Source: an optimization exercise on an open RTL-to-GDS flow (aim: small area). Production flows keep margins and buffers that such runs may drop. Only simulation tests tie the RTL to the original design; equivalence was not proved. Power and IR drop assume default switching activity. The clock port is modelled as an ideal driver; clocking choices that lean on that would not hold on a real chip.

==> flow/design.v (excerpt) <==
module scan_reader_top (
    input  logic        clk,
    input  logic        rst,
    input  logic        start,
    input  logic        cpu_mem_busy,
    output logic [11:0] mem_address,
    output logic        mem_read_enable,
    input  logic [15:0] mem_read_data,
    input  logic [5:0]  disp_index,
    output logic [15:0] disp_word,
    output logic        busy,
    output logic        done,
    output logic        snapshot_valid,
    output logic [15:0] checksum
);
    datamem_scan_reader u_reader (
        .clk             (clk),
        .rst             (rst),
        .start           (start),
        .cpu_mem_busy    (cpu_mem_busy),
        .mem_address     (mem_address),
        .mem_read_enable (mem_read_enable),
        .mem_read_data   (mem_read_data),
        .disp_index      (disp_index),
        .disp_word       (disp_word),
        .busy            (busy),
        .done            (done),
        .snapshot_valid  (snapshot_valid),
        .checksum        (checksum)
    );
endmodule
Settings: LEC_CHECK=0, CAP_MARGIN=20, CORE_MARGIN=2, CORE_UTILIZATION=70, CTS_BUF_LIST=sky130_fd_sc_hd__clkbuf_16, CTS_CLUSTER_DIAMETER=100, CTS_CLUSTER_SIZE=30, SLEW_MARGIN=20; clock period 7.0 ns.
run.sh (not shown) runs the stock make flow with config.mk's settings and CLKGATE_MAP_FILE= SYNTH_SCRIPT=/design/flow/synth_recipe.tcl, a recipe that flattens the netlist after the stock synthesis.
Next try:
- CORE_UTILIZATION: 70 -> 40
- CTS_CLUSTER_DIAMETER: 100 -> 80
- CTS_CLUSTER_SIZE: 30 -> 25
Result: The new run finished with timing, DRC and antenna clean; power is higher by a few percent; synthesized area does not change; global-route usage is lower by 16 points; sequential power stays flat; final area is higher by a few percent; wire length is higher by a few percent; count of clock-buffer cells in the layout is higher by 18; sequential cell count stays the same; sequential share of layout area is lower by 2.0 points; final cell count is higher by about a fifth.
Next try:
- CTS_BUF_LIST: sky130_fd_sc_hd__clkbuf_16 -> unset
- CTS_CLUSTER_DIAMETER: 80 -> unset
- CTS_CLUSTER_SIZE: 25 -> unset
=> The changed run passed the timing, DRC and antenna checks. Power is higher by 13%. First-iteration DRC count is lower by 6.2%. Count of clock-buffer cells in the layout rises by 186. Sequential power hardly moves. Routed wire length is higher by 1.1%.

---

== lagoon ==
Another version of the RTL of scan_reader_top (not shown whole).
Size: about 5600 cells after synthesis, about 2100 flip-flops, roughly 74 I/O pins, ~0.065 sq mm of cells after synthesis.
export LEC_CHECK = 0
export CAP_MARGIN = 20
export CORE_MARGIN = 2
export CORE_UTILIZATION = 65
export SLEW_MARGIN = 20
export SYNTH_HIERARCHICAL = 1
export BUFFER_PORTS_ARGS = -buffer_cell sky130_fd_sc_hd__buf_1
export CTS_ARGS = -sink_clustering_enable -repair_clock_nets -dont_use_dummy_load -buf_list sky130_fd_sc_hd__clkbuf_16 -sink_clustering_size 25 -sink_clustering_max_diameter 80
create_clock -name core_clock -period 7.0 [get_ports {clk}]
standard.sh (not shown) runs the stock make flow with config.mk's settings and CLKGATE_MAP_FILE= SYNTH_SCRIPT=/design/flow/synth_recipe.tcl, a recipe that flattens the netlist after the stock synthesis.
==> flow/flow/run.sh <==
#!/bin/bash
set -euo pipefail
cd "$(dirname "$0")/.."
cat >> config.mk <<'EOC'
export BUFFER_PORTS_ARGS = -buffer_cell sky130_fd_sc_hd__buf_1
export CTS_ARGS = -sink_clustering_enable -repair_clock_nets -dont_use_dummy_load -buf_list sky130_fd_sc_hd__clkbuf_16 -sink_clustering_size 25 -sink_clustering_max_diameter 80
EOC
bash standard.sh > standard.log 2>&1
lagoon reached the end of the flow, and the finished layout is clean on the timing, DRC and antenna checks.
Edits applied to the flow inputs when going from lagoon to onyx:
==> flow/flow/run.sh <==
#!/bin/bash
set -euo pipefail
cd "$(dirname "$0")/.."
cat >> config.mk <<'EOC'
export BUFFER_PORTS_ARGS = -buffer_cell sky130_fd_sc_hd__buf_1
export CTS_ARGS = -sink_clustering_enable -repair_clock_nets -dont_use_dummy_load -buf_list sky130_fd_sc_hd__clkbuf_4 -sink_clustering_size 10 -sink_clustering_max_diameter 50
EOC
bash standard.sh > standard.log 2>&1
==> flow/config.mk <==
export PLATFORM = sky130hd
export DESIGN_NAME = scan_reader_top
export DESIGN_NICKNAME = scan_reader_top
export VERILOG_FILES = /design/flow/design.v
export SDC_FILE = /design/flow/constraint.sdc
export NUM_CORES = 4
export LEC_CHECK = 0
export CAP_MARGIN = 20
export CORE_MARGIN = 2
export CORE_UTILIZATION = 75
export SLEW_MARGIN = 20
export SYNTH_HIERARCHICAL = 1
export BUFFER_PORTS_ARGS = -buffer_cell sky130_fd_sc_hd__buf_1
export CTS_ARGS = -sink_clustering_enable -repair_clock_nets -dont_use_dummy_load -buf_list sky130_fd_sc_hd__clkbuf_4 -sink_clustering_size 10 -sink_clustering_max_diameter 50
[summary]
Both conditions hold for onyx: the flow ran to the end and the final layout passed the timing, DRC and antenna checks.
sky130_fd_sc_hd__nand2_1 as the master of the slowest instance on the critical path was reported by lagoon, and sky130_fd_sc_hd__nor4_1 by onyx.
Diff lagoon -> onyx: number of buffers outside the clock class in the layout -24, clock buffer count increased 135, multi-input gate area in the final layout about even, cell area moved down.
Compare onyx and lagoon | starting density of the core lower: lagoon
lagoon -> onyx: final cell count decreased slightly
## Diff of input files: xenon against onyx
==> flow/flow/run.sh <==
#!/bin/bash
set -euo pipefail
cd "$(dirname "$0")/.."
cat >> config.mk <<'EOC'
export BUFFER_PORTS_ARGS = -buffer_cell sky130_fd_sc_hd__buf_1
export CTS_ARGS = -sink_clustering_enable -repair_clock_nets -dont_use_dummy_load -buf_list sky130_fd_sc_hd__clkbuf_16 -sink_clustering_size 30 -sink_clustering_max_diameter 80
EOC
bash standard.sh > standard.log 2>&1
==> flow/config.mk <==
export PLATFORM = sky130hd
export DESIGN_NAME = scan_reader_top
export DESIGN_NICKNAME = scan_reader_top
export VERILOG_FILES = /design/flow/design.v
export SDC_FILE = /design/flow/constraint.sdc
export NUM_CORES = 4
export LEC_CHECK = 0
export CAP_MARGIN = 20
export CORE_MARGIN = 2
export CORE_UTILIZATION = 70
export SLEW_MARGIN = 20
export SYNTH_HIERARCHICAL = 1
export BUFFER_PORTS_ARGS = -buffer_cell sky130_fd_sc_hd__buf_1
export CTS_ARGS = -sink_clustering_enable -repair_clock_nets -dont_use_dummy_load -buf_list sky130_fd_sc_hd__clkbuf_16 -sink_clustering_size 30 -sink_clustering_max_diameter 80
Findings:
On xenon: period utilization is 3.1 points lower than what onyx gave. Changes observed in xenon relative to onyx: met2 global-route usage lost 0.53 points, clock power share picked up an extra 1.3 points, required time of the critical path lost 420 ps. From onyx to xenon the numbers moved as follows: design area higher, non-clock buffer contribution to total cell area grew by 0.31 points, global-route usage -1.4 points, largest clock skew in the final design -20 ps. Power consumption went up slightly going from onyx to xenon.
#### Input delta (zinc over xenon)
==> flow/flow/run.sh <==
#!/bin/bash
set -euo pipefail
cd "$(dirname "$0")/.."
cat >> config.mk <<'EOC'
export BUFFER_PORTS_ARGS = -buffer_cell sky130_fd_sc_hd__buf_1
export CTS_ARGS = -sink_clustering_enable -repair_clock_nets -dont_use_dummy_load -buf_list sky130_fd_sc_hd__clkbuf_4 -sink_clustering_size 10 -sink_clustering_max_diameter 50
EOC
bash standard.sh > standard.log 2>&1
diff --git a/flow/config.mk b/flow/config.mk
--- a/flow/config.mk
+++ b/flow/config.mk
@@ -12,3 +12,3 @@
 export SYNTH_HIERARCHICAL = 1
 export BUFFER_PORTS_ARGS = -buffer_cell sky130_fd_sc_hd__buf_1
-export CTS_ARGS = -sink_clustering_enable -repair_clock_nets -dont_use_dummy_load -buf_list sky130_fd_sc_hd__clkbuf_16 -sink_clustering_size 30 -sink_clustering_max_diameter 80
+export CTS_ARGS = -sink_clustering_enable -repair_clock_nets -dont_use_dummy_load -buf_list sky130_fd_sc_hd__clkbuf_4 -sink_clustering_size 10 -sink_clustering_max_diameter 50
--- outcome ---
zinc did not stop at any stage, and its layout met the timing, DRC and antenna checks. Sequential share of layout area for zinc: 0.31 points up relative to xenon. Against xenon, area of all placed cells without fillers in zinc fell slightly. Looking only at final cell count, and setting everything else aside, the higher value of zinc and xenon goes to zinc. Going from xenon to zinc, share of the clock period used by the worst path after layout has decreased, post-layout minimum cycle time fell by 190 ps, number of clock buffers in the layout rose about 190%.
Here is what was changed in the inputs of fjord compared with zinc.
==> flow/run.sh (new file) <==
#!/bin/bash
# synth_recipe.tcl (not shown) runs the flow's synth.tcl, then flattens the netlist and writes it again
# the make line also repeats each setting of config.mk as NAME=value (left out here)
make -C /OpenROAD-flow-scripts/flow DESIGN_CONFIG=/design/flow/config.mk WORK_HOME=/design/flow/orfs CLKGATE_MAP_FILE= SYNTH_SCRIPT=/design/flow/synth_recipe.tcl finish
==> flow/config.mk <==
export PLATFORM = sky130hd
export DESIGN_NAME = scan_reader_top
export DESIGN_NICKNAME = scan_reader_top
export VERILOG_FILES = /design/flow/design.v
export SDC_FILE = /design/flow/constraint.sdc
export NUM_CORES = 4
export LEC_CHECK = 0
export CAP_MARGIN = 20
export CORE_MARGIN = 2
export CORE_UTILIZATION = 65
export CTS_BUF_LIST = sky130_fd_sc_hd__clkbuf_16
export CTS_CLUSTER_DIAMETER = 80
export CTS_CLUSTER_SIZE = 25
export SLEW_MARGIN = 20
export SYNTH_HIERARCHICAL = 1
removed: flow/flow/run.sh
removed: flow/standard.sh
--- outcome ---
Core util | fjord vs zinc | fjord lower
fjord — vertical extent of the die about 3.7% higher, zinc as reference
The lower final critical path time including I/O delays and setup of zinc and fjord is in zinc.
fjord reports a lower biggest cell delay along the critical path than zinc does.
Input-level comparison between juniper and fjord:
==> flow/flow/run.sh (new file) <==
#!/bin/bash
set -euo pipefail
cd "$(dirname "$0")/.."
cat >> config.mk <<'EOC'
export BUFFER_PORTS_ARGS = -buffer_cell sky130_fd_sc_hd__buf_1
export CTS_ARGS = -sink_clustering_enable -repair_clock_nets -dont_use_dummy_load -buf_list sky130_fd_sc_hd__clkbuf_8 -sink_clustering_size 16 -sink_clustering_max_diameter 60
EOC
bash standard.sh > standard.log 2>&1
==> flow/standard.sh (new file) <==
#!/bin/bash
# synth_recipe.tcl (not shown) runs the flow's synth.tcl, then flattens the netlist and writes it again
# the make line also repeats each setting of config.mk as NAME=value (left out here)
make -C /OpenROAD-flow-scripts/flow DESIGN_CONFIG=/design/flow/config.mk WORK_HOME=/design/flow/orfs CLKGATE_MAP_FILE= SYNTH_SCRIPT=/design/flow/synth_recipe.tcl "${@:-finish}"
diff --git a/flow/config.mk b/flow/config.mk
--- a/flow/config.mk
+++ b/flow/config.mk
@@ -8,8 +8,7 @@
 export CAP_MARGIN = 20
 export CORE_MARGIN = 2
-export CORE_UTILIZATION = 65
-export CTS_BUF_LIST = sky130_fd_sc_hd__clkbuf_16
-export CTS_CLUSTER_DIAMETER = 80
-export CTS_CLUSTER_SIZE = 25
+export CORE_UTILIZATION = 70
 export SLEW_MARGIN = 20
 export SYNTH_HIERARCHICAL = 1
+export BUFFER_PORTS_ARGS = -buffer_cell sky130_fd_sc_hd__buf_1
+export CTS_ARGS = -sink_clustering_enable -repair_clock_nets -dont_use_dummy_load -buf_list sky130_fd_sc_hd__clkbuf_8 -sink_clustering_size 16 -sink_clustering_max_diameter 60
removed: flow/run.sh
[summary]
Diff juniper..fjord | number of buffers added on ports | negligible
Diff fjord -> juniper: wire length reported by the detailed router moved up, post-route minimum period moved down, met1 track demand over resource moved up, part of the cycle the worst path needs moved down.
On juniper: cell area after layout is 1.7% lower than what fjord gave.
fjord vs juniper, start point of the critical path: cpu_mem_busy vs disp_index[3]
From fjord to juniper the numbers moved as follows: starting density of the core went up 4.9 points, worst hold-check slack -20 ps, share of layout cells above drive strength 1 up 0.38 points.

[static timing again, ports no longer ideal]
The results above use ideal ports. As a check the final layouts listed here were re-extracted and re-timed, cells and wires unchanged.
Step 1 (the two cells are an assumption about what drives the block):
set clk [get_ports {clk}]
set_driving_cell -lib_cell sky130_fd_sc_hd__clkbuf_16 $clk
set_driving_cell -lib_cell sky130_fd_sc_hd__buf_2 [delete_from_list [all_inputs] $clk]
Step 2 moves the port delays by t, midway between the first and last clock arrival at a register: inputs arrive t later, outputs are due t later. That takes back most of the time a late clock gives input paths.
Slacks: ideal / step 1 / step 2; pairs: ideal / step 1.
| run | shift t [ns] | setup slack, ns | worst slew at a driven data input, ns |
|---|---|---|---|
| the first run of note 1 | 0.797 | 2.761 / 2.753 / 1.955 | 0.12 |
| the second run of note 1 | 0.834 | 2.475 / 2.529 / 1.695 | 0.21 |
| the third run of note 1 | 0.914 | 2.552 / 2.611 / 1.697 | 0.19 |
| lagoon | 0.762 | 2.813 / 2.863 / 2.102 | 0.09 |
| onyx | 1.167 | 2.684 / 2.724 / 1.558 | 0.13 |
| xenon | 0.758 | 2.900 / 2.946 / 2.188 | 0.11 |
| zinc | 1.192 | 3.091 / 3.060 / 2.031 | 0.10 |
| fjord | 0.780 | 2.358 / 2.331 / 1.826 | 0.07 |
| juniper | 0.934 | 2.910 / 2.946 / 2.011 | 0.09 |
After both steps every run listed still meets setup and hold. For onyx, which loses most, drivers alone change the setup slack by +0.040 ns; drivers and shift together by -1.126 ns.
